Source: an optimization exercise on an open RTL-to-GDS flow (aim: small area, a short achievable clock period and few clock cycles per item). Production flows keep margins and buffers that such runs may drop.
In this exercise RTL edits were held to simulation tests only and were not proved equivalent to the original.
Power figures rest on the tool's default switching activity, not on a simulated workload.

==> run G: inputs <==
Design offload_top, start of the top module:
module offload_top #(
    parameter int accel_latency = 4
) (
    input  logic                             clk,
    input  logic                             rst_n,
    input  logic                             issue,
    input  offload_pkg::hart_id_t            issue_hart,
    input  logic [31:0]                      issue_inst,
    input  offload_pkg::xlen_t               rs1_val,
    input  offload_pkg::xlen_t               rs2_val,
    output logic [offload_pkg::hart_num-1:0] hart_blocked,
    output logic                             muldiv_busy,
    output logic                             accel_busy,
    output logic                             wb_we,
    output offload_pkg::hart_id_t            wb_hart,
    output offload_pkg::reg_addr_t           wb_rd,
    output offload_pkg::xlen_t               wb_data
);
==> flow/config.mk <==
export PLATFORM = sky130hd
export DESIGN_NAME = offload_top
export DESIGN_NICKNAME = offload_top
export VERILOG_FILES = /design/flow/design.v
export SDC_FILE = /design/flow/constraint.sdc
export NUM_CORES = 4
export LEC_CHECK = 0
export CAP_MARGIN = 20
export CORE_MARGIN = 2
export CORE_UTILIZATION = 50
export SLEW_MARGIN = 20
==> flow/constraint.sdc <==
create_clock -name core_clock -period 12.0 [get_ports {clk}]
set_input_delay 2.4000 -clock core_clock [delete_from_list [all_inputs] [get_ports {clk}]]
set_output_delay 2.4000 -clock core_clock [all_outputs]
set_load 0.01 [all_outputs]
standard.sh (not shown) runs the stock make flow with config.mk's settings and CLKGATE_MAP_FILE= SYNTH_SCRIPT=/design/flow/synth_recipe.tcl, a recipe that flattens the netlist after the stock synthesis.
==> flow/flow/run.sh <==
#!/bin/bash
set -euo pipefail
MARGIN=$(cat flow/margin.txt)
TNS=$(cat flow/tns.txt)
bash standard.sh SETUP_SLACK_MARGIN=$MARGIN TNS_END_PERCENT=$TNS finish > standard_flow.log 2>&1
==> flow/flow/margin.txt <==
6.9
==> flow/flow/tns.txt <==
20
==> run B: changes against run G <==
==> flow/flow/margin.txt (replaced) <==
6.8
==> flow/flow/tns.txt (replaced) <==
0
--- a/flow/config.mk
+++ b/flow/config.mk
@@ -7,5 +7,5 @@
 export LEC_CHECK = 0
 export CAP_MARGIN = 20
 export CORE_MARGIN = 2
-export CORE_UTILIZATION = 50
+export CORE_UTILIZATION = 45
 export SLEW_MARGIN = 20
==> run C: changes against run G <==
==> flow/flow/margin.txt (replaced) <==
6.8
==> flow/flow/tns.txt (replaced) <==
0
--- a/flow/config.mk
+++ b/flow/config.mk
@@ -7,5 +7,5 @@
 export LEC_CHECK = 0
 export CAP_MARGIN = 20
 export CORE_MARGIN = 2
-export CORE_UTILIZATION = 50
+export CORE_UTILIZATION = 38
 export SLEW_MARGIN = 20
==> notes <==
Run B completed with no timing, DRC or antenna violations. Run C completed with no timing, DRC or antenna violations. Run G ran to the end with no violations. Of run B and run C, run B has the higher clock power (gap 3.6%, measured against run C). The lowest critical path depth belongs to run B, the highest to run G. The highest core utilization belongs to run G, the lowest to run C. Cell area, lowest first: run B, run C, run G. Maximum frequency, lowest first: run G, run B, run C. In synthesized cell count, run G and run C do not differ. Of run C and run B, run C has the higher power (gap about 1.4%, measured against run B). Against run G, the global-route usage of run B is lower by 6.7 points. First-iteration DRC count, highest first: run G, run B, run C. In sequential cell count, run G and run C do not differ. The lowest non-clock buffer count belongs to run B, the highest to run G.
==> figures <==
| quantity | run C | run G | run B |
|---|---|---|---|
| Post-cts repair resize count | 275 | 276 | 196 |
| Non-Filler Instances | 3,690 | 3,522 | 3,570 |
| Worst Hold Launch | u_muldiv.rd[4]$_DFFE_PP_ | u_muldiv.rd[1]$_DFFE_PP_ | u_muldiv.rd[1]$_DFFE_PP_ |
| Area of the placeable core | 58,800 um^2 | 44,400 um^2 | 49,900 um^2 |
| Clock-cell share of area | 2.16% | 2.25% | 2.29% |
| Fraction of power consumed by combinational cells | 47.8% | 47.2% | 46.1% |
| Met3 wirelength from detailed routing | 14,200 um | 17,900 um | 15,000 um |
| M1 wire length | 42,600 um | 42,500 um | 42,600 um |
| Area taken by multi-input logic gates | 17,400 um^2 | 17,400 um^2 | 17,100 um^2 |
| Worst Reg2Reg Path Length in Cells | 17 | 18 | 16 |
| Total track usage | 36.6% | 49.0% | 42.2% |
| First-pass detailed-route iteration total | 7 | 8 | 7 |
| Gpl congestion | 1.02 | 1.04 | 1.00 |
| Detailed Route WL | 115,000 um | 118,000 um | 113,000 um |
| Required time of the worst setup path | 12.26 ns | 12.28 ns | 12.26 ns |
| Final routed wire length divided by cell count | 31.0 um | 33.5 um | 31.6 um |
| Register share of the cell area | 17.2% | 17.2% | 17.7% |
| Met2 Resource Use GR | 52.2% | 69.0% | 60.6% |
| Destination of the worst hold path | u_arbiter.wb_rd[4]$_DFF_P_ | u_arbiter.wb_rd[1]$_DFF_P_ | u_arbiter.wb_rd[1]$_DFF_P_ |
| Utilization of the core after routing | 47.5% | 63.0% | 54.5% |
| Result of the run | finished clean | finished clean | finished clean |
| Capture point of the critical path | u_muldiv.y[11]$_DFFE_PP_ | u_muldiv.y[29]$_DFFE_PP_ | u_muldiv.y[30]$_DFFE_PP_ |
| Initial core utilization | 38.4% | 50.8% | 45.2% |
Testbench counts of run G, summed over its fixed seeds: cycles 11,376, items 2,560.
Testbench counts of run B, summed over its fixed seeds: cycles 11,376, items 2,560.
Testbench counts of run C, summed over its fixed seeds: cycles 11,376, items 2,560.

========
==> inputs of quartz <==
==> flow/design.v <==
`timescale 1ns/1ps
package offload_pkg;
    localparam int xlen = 32;
    localparam int hart_num = 2;
    localparam int reg_addr_w = 5;
    typedef logic [xlen-1:0] xlen_t;
    typedef logic [$clog2(hart_num)-1:0] hart_id_t;
    typedef logic [reg_addr_w-1:0] reg_addr_t;
    localparam logic [6:0] opcode_op = 7'b0110011;
    localparam logic [6:0] funct7_muldiv = 7'b0000001;
    localparam logic [6:0] opcode_custom1 = 7'b0101011;
    typedef logic [2:0] muldiv_op_e;
    localparam logic [2:0] mul    = 3'd0;
    localparam logic [2:0] mulh   = 3'd1;
    localparam logic [2:0] mulhsu = 3'd2;
    localparam logic [2:0] mulhu  = 3'd3;
    localparam logic [2:0] div    = 3'd4;
    localparam logic [2:0] divu   = 3'd5;
    localparam logic [2:0] rem    = 3'd6;
    localparam logic [2:0] remu   = 3'd7;
    typedef logic [2:0] accel_op_e;
    localparam logic [2:0] popc  = 3'd0;
    localparam logic [2:0] clz   = 3'd1;
    localparam logic [2:0] brev  = 3'd2;
    localparam logic [2:0] bswap = 3'd3;
    localparam logic [2:0] min   = 3'd4;
    localparam logic [2:0] max   = 3'd5;
    localparam logic [2:0] minu  = 3'd6;
    localparam logic [2:0] maxu  = 3'd7;
endpackage
`timescale 1ns/1ps
module op_dispatch (
    input  logic                             clk,
    input  logic                             rst_n,
    input  logic                             issue,
    input  offload_pkg::hart_id_t            issue_hart,
    input  logic [31:0]                      issue_inst,
    input  logic                             md_free,
    input  logic                             ac_free,
    input  logic                             wb_we,
    input  offload_pkg::hart_id_t            wb_hart,
    output logic                             md_accept,
    output logic                             ac_accept,
    output logic [offload_pkg::hart_num-1:0] hart_blocked
);
    logic is_muldiv;
    logic is_accel;
    logic hart_free;
    assign is_muldiv = (issue_inst[6:0] == offload_pkg::opcode_op) &&
                       (issue_inst[31:25] == offload_pkg::funct7_muldiv);
    assign is_accel  = (issue_inst[6:0] == offload_pkg::opcode_custom1);
    assign hart_free = !hart_blocked[issue_hart];
    assign md_accept = issue && is_muldiv && hart_free && md_free;
    assign ac_accept = issue && is_accel && hart_free && ac_free;
    always_ff @(posedge clk) begin
        if (!rst_n) begin
            hart_blocked <= '0;
        end else begin
            for (int h = 0; h < offload_pkg::hart_num; h++) begin
                hart_blocked[h] <= (hart_blocked[h] && !(wb_we && (wb_hart == h[0]))) ||
                                   ((md_accept || ac_accept) && (issue_hart == h[0]));
            end
        end
    end
endmodule
`timescale 1ns/1ps
module muldiv_unit (
    input  logic                   clk,
    input  logic                   rst_n,
    input  logic                   accept,
    output logic                   free,
    input  logic [2:0]             in_op,
    input  offload_pkg::xlen_t     in_a,
    input  offload_pkg::xlen_t     in_b,
    input  offload_pkg::hart_id_t  in_hart,
    input  offload_pkg::reg_addr_t in_rd,
    output logic                   busy,
    output logic                   done,
    output offload_pkg::xlen_t     result,
    output offload_pkg::hart_id_t  hart,
    output offload_pkg::reg_addr_t rd
);
    localparam logic [2:0] S_IDLE = 3'd0;
    localparam logic [2:0] S_PREP = 3'd1;
    localparam logic [2:0] S_NORM = 3'd2;
    localparam logic [2:0] S_STEP = 3'd3;
    localparam logic [2:0] S_FIX  = 3'd4;
    logic [2:0]  state;
    logic [2:0]  op;
    logic [31:0] x;       
    logic [31:0] y;       
    logic [31:0] h;       
    logic [4:0]  cnt;
    logic [5:0]  clzx;
    logic [5:0]  clzy;
    logic        neg;
    logic        is_div;
    logic        a_signed, b_signed;
    logic        sa, sb;
    logic [31:0] xa, ya;
    logic [5:0]  clz_xa, clz_ya;
    assign is_div   = op[2];
    assign a_signed = (op == offload_pkg::mulh) || (op == offload_pkg::mulhsu) ||
                      (op == offload_pkg::div) || (op == offload_pkg::rem);
    assign b_signed = (op == offload_pkg::mulh) || (op == offload_pkg::div) ||
                      (op == offload_pkg::rem);
    assign sa = a_signed && x[31];
    assign sb = b_signed && y[31];
    assign xa = sa ? -x : x;
    assign ya = sb ? -y : y;
    function automatic logic [5:0] clz32(input logic [31:0] v);
        clz32 = 6'd32;
        for (int i = 0; i < 32; i++) begin
            if (v[i]) clz32 = 31 - i;
        end
    endfunction
    assign clz_xa = clz32(xa);
    assign clz_ya = clz32(ya);
    logic [4:0]  shamt;
    logic [31:0] y_shl;
    logic        b_zero;
    logic        a_small;
    assign b_zero  = clzy[5];
    assign a_small = clzx > clzy;
    assign shamt   = is_div ? (clzy[4:0] - clzx[4:0]) : {clzy[4:1], 1'b0};
    assign y_shl   = y << shamt;
    logic [32:0] diff;
    logic        ge;
    assign diff = {1'b0, x} - {1'b0, y};
    assign ge   = !diff[32];
    logic [1:0]  dig;
    logic [34:0] msum;
    logic [29:0] yinc;
    assign dig  = y[31:30];
    assign msum = {1'b0, h, 2'b00} + (dig[0] ? {3'b000, x} : 35'd0) +
                  (dig[1] ? {2'b00, x, 1'b0} : 35'd0);
    assign yinc = y[29:0] + {29'd0, msum[34]};
    logic [31:0] src;
    logic        cin;
    always_comb begin
        case (op)
            offload_pkg::mul, offload_pkg::div, offload_pkg::divu: src = h;
            offload_pkg::rem, offload_pkg::remu:                   src = x;
            default:                                               src = y;
        endcase
        cin = (op[2] || (op == offload_pkg::mul)) ? 1'b1 : (h == '0);
    end
    assign result = neg ? (~src + {31'd0, cin}) : src;
    assign free = (state == S_IDLE) || (state == S_FIX);
    assign done = (state == S_FIX);
    assign busy = (state != S_IDLE);
    always_ff @(posedge clk) begin
        if (!rst_n) begin
            state <= S_IDLE;
        end else begin
            case (state)
                S_PREP: state <= S_NORM;
                S_NORM: begin
                    if (is_div ? (b_zero || a_small) : clzy[5]) state <= S_FIX;
                    else state <= S_STEP;
                end
                S_STEP: if (cnt == '0) state <= S_FIX;
                default: state <= accept ? S_PREP : S_IDLE;
            endcase
        end
    end
    always_ff @(posedge clk) begin
        case (state)
            S_PREP: begin
                x    <= xa;
                y    <= ya;
                clzx <= clz_xa;
                clzy <= clz_ya;
                if (!op[2]) neg <= sa ^ sb;
                else if (!op[1]) neg <= (sa ^ sb) && (y != '0);
                else neg <= sa;
            end
            S_NORM: begin
                y   <= y_shl;
                h   <= (is_div && b_zero) ? '1 : '0;
                cnt <= is_div ? shamt : ~clzy[4:1] & 5'hf;
            end
            S_STEP: begin
                cnt <= cnt - 5'd1;
                if (is_div) begin
                    if (ge) x <= diff[31:0];
                    h <= {h[30:0], ge};
                    y <= {1'b0, y[31:1]};
                end else begin
                    h <= msum[31:0];
                    y <= {yinc, msum[33:32]};
                end
            end
            default: begin
                if (free) begin
                    x    <= in_a;
                    y    <= in_b;
                    op   <= in_op;
                    hart <= in_hart;
                    rd   <= in_rd;
                end
            end
        endcase
    end
endmodule
`timescale 1ns/1ps
module accel_unit #(
    parameter int accel_latency = 4
) (
    input  logic                   clk,
    input  logic                   rst_n,
    input  logic                   accept,
    output logic                   free,
    input  logic                   grant,
    input  logic [2:0]             in_op,
    input  offload_pkg::xlen_t     in_a,
    input  offload_pkg::xlen_t     in_b,
    input  offload_pkg::hart_id_t  in_hart,
    input  offload_pkg::reg_addr_t in_rd,
    output logic                   busy,
    output logic                   done,
    output offload_pkg::xlen_t     result,
    output offload_pkg::hart_id_t  hart,
    output offload_pkg::reg_addr_t rd
);
    logic        pend;
    logic [2:0]  op;
    logic [31:0] a;
    logic [31:0] b;
    assign free = !pend || grant;
    assign done = pend;
    assign busy = pend;
    always_ff @(posedge clk) begin
        if (!rst_n) begin
            pend <= 1'b0;
        end else if (free) begin
            pend <= accept;
        end
    end
    always_ff @(posedge clk) begin
        if (free) begin
            a    <= in_a;
            b    <= in_b;
            op   <= in_op;
            hart <= in_hart;
            rd   <= in_rd;
        end
    end
    logic [5:0]  pop;
    logic [5:0]  lz;
    logic        lt_s, lt_u, lt;
    logic [31:0] rev;
    always_comb begin
        pop = '0;
        for (int i = 0; i < 32; i++) pop = pop + {5'd0, a[i]};
        lz = 6'd32;
        for (int i = 0; i < 32; i++) if (a[i]) lz = 31 - i;
        for (int i = 0; i < 32; i++) rev[i] = a[31-i];
    end
    assign lt_u = a < b;
    assign lt_s = $signed(a) < $signed(b);
    assign lt   = op[1] ? lt_u : lt_s;
    always_comb begin
        case (op)
            offload_pkg::popc:  result = {26'd0, pop};
            offload_pkg::clz:   result = {26'd0, lz};
            offload_pkg::brev:  result = rev;
            offload_pkg::bswap: result = {a[7:0], a[15:8], a[23:16], a[31:24]};
            default:            result = (lt ^ op[0]) ? a : b;
        endcase
    end
endmodule
`timescale 1ns/1ps
module wb_arbiter (
    input  logic                   clk,
    input  logic                   rst_n,
    input  logic                   md_done,
    input  offload_pkg::xlen_t     md_result,
    input  offload_pkg::hart_id_t  md_hart,
    input  offload_pkg::reg_addr_t md_rd,
    input  logic                   ac_done,
    input  offload_pkg::xlen_t     ac_result,
    input  offload_pkg::hart_id_t  ac_hart,
    input  offload_pkg::reg_addr_t ac_rd,
    output logic                   ac_grant,
    output logic                   wb_we,
    output offload_pkg::hart_id_t  wb_hart,
    output offload_pkg::reg_addr_t wb_rd,
    output offload_pkg::xlen_t     wb_data
);
    assign ac_grant = ac_done && !md_done;
    always_ff @(posedge clk) begin
        if (!rst_n) begin
            wb_we <= 1'b0;
        end else begin
            wb_we <= md_done || ac_done;
        end
    end
    always_ff @(posedge clk) begin
        if (md_done) begin
            wb_data <= md_result;
            wb_hart <= md_hart;
            wb_rd   <= md_rd;
        end else begin
            wb_data <= ac_result;
            wb_hart <= ac_hart;
            wb_rd   <= ac_rd;
        end
    end
endmodule
`timescale 1ns/1ps
module offload_top #(
    parameter int accel_latency = 4
) (
    input  logic                             clk,
    input  logic                             rst_n,
    input  logic                             issue,
    input  offload_pkg::hart_id_t            issue_hart,
    input  logic [31:0]                      issue_inst,
    input  offload_pkg::xlen_t               rs1_val,
    input  offload_pkg::xlen_t               rs2_val,
    output logic [offload_pkg::hart_num-1:0] hart_blocked,
    output logic                             muldiv_busy,
    output logic                             accel_busy,
    output logic                             wb_we,
    output offload_pkg::hart_id_t            wb_hart,
    output offload_pkg::reg_addr_t           wb_rd,
    output offload_pkg::xlen_t               wb_data
);
    logic        md_free, ac_free;
    logic        md_accept, ac_accept;
    logic        md_done, ac_done, ac_grant;
    logic [31:0] md_result, ac_result;
    logic        md_hart, ac_hart;
    logic [4:0]  md_rd, ac_rd;
    op_dispatch u_dispatch (
        .clk(clk),
        .rst_n(rst_n),
        .issue(issue),
        .issue_hart(issue_hart),
        .issue_inst(issue_inst),
        .md_free(md_free),
        .ac_free(ac_free),
        .wb_we(wb_we),
        .wb_hart(wb_hart),
        .md_accept(md_accept),
        .ac_accept(ac_accept),
        .hart_blocked(hart_blocked)
    );
    muldiv_unit u_muldiv (
        .clk(clk),
        .rst_n(rst_n),
        .accept(md_accept),
        .free(md_free),
        .in_op(issue_inst[14:12]),
        .in_a(rs1_val),
        .in_b(rs2_val),
        .in_hart(issue_hart),
        .in_rd(issue_inst[11:7]),
        .busy(muldiv_busy),
        .done(md_done),
        .result(md_result),
        .hart(md_hart),
        .rd(md_rd)
    );
    accel_unit #(
        .accel_latency(accel_latency)
    ) u_accel (
        .clk(clk),
        .rst_n(rst_n),
        .accept(ac_accept),
        .free(ac_free),
        .grant(ac_grant),
        .in_op(issue_inst[14:12]),
        .in_a(rs1_val),
        .in_b(rs2_val),
        .in_hart(issue_hart),
        .in_rd(issue_inst[11:7]),
        .busy(accel_busy),
        .done(ac_done),
        .result(ac_result),
        .hart(ac_hart),
        .rd(ac_rd)
    );
    wb_arbiter u_arbiter (
        .clk(clk),
        .rst_n(rst_n),
        .md_done(md_done),
        .md_result(md_result),
        .md_hart(md_hart),
        .md_rd(md_rd),
        .ac_done(ac_done),
        .ac_result(ac_result),
        .ac_hart(ac_hart),
        .ac_rd(ac_rd),
        .ac_grant(ac_grant),
        .wb_we(wb_we),
        .wb_hart(wb_hart),
        .wb_rd(wb_rd),
        .wb_data(wb_data)
    );
endmodule
==> flow/run.sh <==
#!/bin/bash
# synth_recipe.tcl (not shown) runs the flow's synth.tcl, then flattens the netlist and writes it again
# the make line also repeats each setting of config.mk as NAME=value (left out here)
make -C /OpenROAD-flow-scripts/flow DESIGN_CONFIG=/design/flow/config.mk WORK_HOME=/design/flow/orfs CLKGATE_MAP_FILE= SYNTH_SCRIPT=/design/flow/synth_recipe.tcl finish
==> flow/config.mk <==
export PLATFORM = sky130hd
export DESIGN_NAME = offload_top
export DESIGN_NICKNAME = offload_top
export VERILOG_FILES = /design/flow/design.v
export SDC_FILE = /design/flow/constraint.sdc
export NUM_CORES = 4
export LEC_CHECK = 0
export CAP_MARGIN = 20
export CORE_MARGIN = 2
export CORE_UTILIZATION = 40
export SLEW_MARGIN = 20
==> flow/constraint.sdc <==
create_clock -name core_clock -period 12.0 [get_ports {clk}]
set_input_delay 2.4000 -clock core_clock [delete_from_list [all_inputs] [get_ports {clk}]]
set_output_delay 2.4000 -clock core_clock [all_outputs]
set_load 0.01 [all_outputs]
==> pepper (differences from quartz) <==
--- a/flow/design.v
+++ b/flow/design.v
@@ -121,8 +121,12 @@
     logic        b_zero;
     logic        a_small;
+    logic        mswap;
+    logic [5:0]  mclz;
     assign b_zero  = clzy[5];
     assign a_small = clzx > clzy;
-    assign shamt   = is_div ? (clzy[4:0] - clzx[4:0]) : {clzy[4:1], 1'b0};
-    assign y_shl   = y << shamt;
+    assign mswap   = !is_div && a_small;
+    assign mclz    = mswap ? clzx : clzy;
+    assign shamt   = is_div ? (clzy[4:0] - clzx[4:0]) : {mclz[4:1], 1'b0};
+    assign y_shl   = (mswap ? x : y) << shamt;
     logic [32:0] diff;
     logic        ge;
@@ -157,5 +161,5 @@
                 S_PREP: state <= S_NORM;
                 S_NORM: begin
-                    if (is_div ? (b_zero || a_small) : clzy[5]) state <= S_FIX;
+                    if (is_div ? (b_zero || a_small) : mclz[5]) state <= S_FIX;
                     else state <= S_STEP;
                 end
@@ -178,6 +182,7 @@
             S_NORM: begin
                 y   <= y_shl;
+                if (mswap) x <= y;
                 h   <= (is_div && b_zero) ? '1 : '0;
-                cnt <= is_div ? shamt : ~clzy[4:1] & 5'hf;
+                cnt <= is_div ? shamt : {1'b0, ~mclz[4:1]};
             end
             S_STEP: begin
==> flow/flow/run.sh (new file) <==
#!/bin/bash
set -euo pipefail
MARGIN=$(cat flow/margin.txt)
bash standard.sh SETUP_SLACK_MARGIN=$MARGIN finish > standard_flow.log 2>&1
==> flow/flow/margin.txt (new file) <==
6.5
==> flow/standard.sh (new file) <==
#!/bin/bash
# synth_recipe.tcl (not shown) runs the flow's synth.tcl, then flattens the netlist and writes it again
# the make line also repeats each setting of config.mk as NAME=value (left out here)
make -C /OpenROAD-flow-scripts/flow DESIGN_CONFIG=/design/flow/config.mk WORK_HOME=/design/flow/orfs CLKGATE_MAP_FILE= SYNTH_SCRIPT=/design/flow/synth_recipe.tcl "${@:-finish}"
removed: flow/run.sh
==> results.json <==
{
  "crit_path_top_delay_cell": "nor3_1",
  "holdPathStages": 2,
  "timing.final.crit_share": 0.660,
  "timing.hold.ws_ns": 0.431,
  "switching_share": 0.357,
  "cp.buffers_inverters": 3,
  "status": "complete, no violations",
  "die_h_um": 246,
  "yosys.cell_types.count": 92,
  "rows": 88
}
That was quartz.
==> results.json <==
{
  "cp.buffers_inverters": 2,
  "timing.final.crit_share": 0.475,
  "holdPathStages": 1,
  "tightest_slew_ns": 1.12,
  "yosys.cell_types.count": 100,
  "status": "complete, no violations",
  "rows": 91,
  "crit_path_top_delay_cell": "edfxtp_1",
  "timing.hold.ws_ns": 0.468,
  "die_h_um": 254
}
That was pepper.
Testbench counts of quartz, summed over its fixed seeds: cycles 16,010, items 2,560.
Testbench counts of pepper, summed over its fixed seeds: cycles 14,048, items 2,560.

-- afterwards: timing with drivers on the ports --
How much do the figures lean on ideal ports? The routed layouts below were timed once more, with nothing changed but the port constraints.
Step 1, drivers: a clkbuf_16 drives clk and a buf_2 each remaining input, both assumed.
Step 2, shift: input delay + t, output delay - t, t = (earliest + latest rising clock arrival at the registers) / 2. This alone moves slack from input paths to output paths.
a / b / c = ideal / step 1 / step 2; a / b = the first two.
run	shift t [ns]	setup slack, ns	worst setup path after step 2	clock arrival spread, ns	cell pins on the clock port's net
run G	0.585	6.268 / 6.268 / 5.813	input to register	0.015 / 0.016	1
run B	0.576	6.280 / 6.280 / 5.887	input to register	0.013 / 0.012	1
run C	0.572	6.299 / 6.299 / 5.985	input to register	0.019 / 0.018	1
quartz	0.654	4.075 / 4.075 / 4.075	register to register	0.028 / 0.028	1
pepper	0.623	6.301 / 6.301 / 6.301	register to register	0.038 / 0.038	1
After both steps every run listed still meets setup and hold. For run G, which loses most, drivers alone change the setup slack by 0.000 ns; drivers and shift together by -0.455 ns.
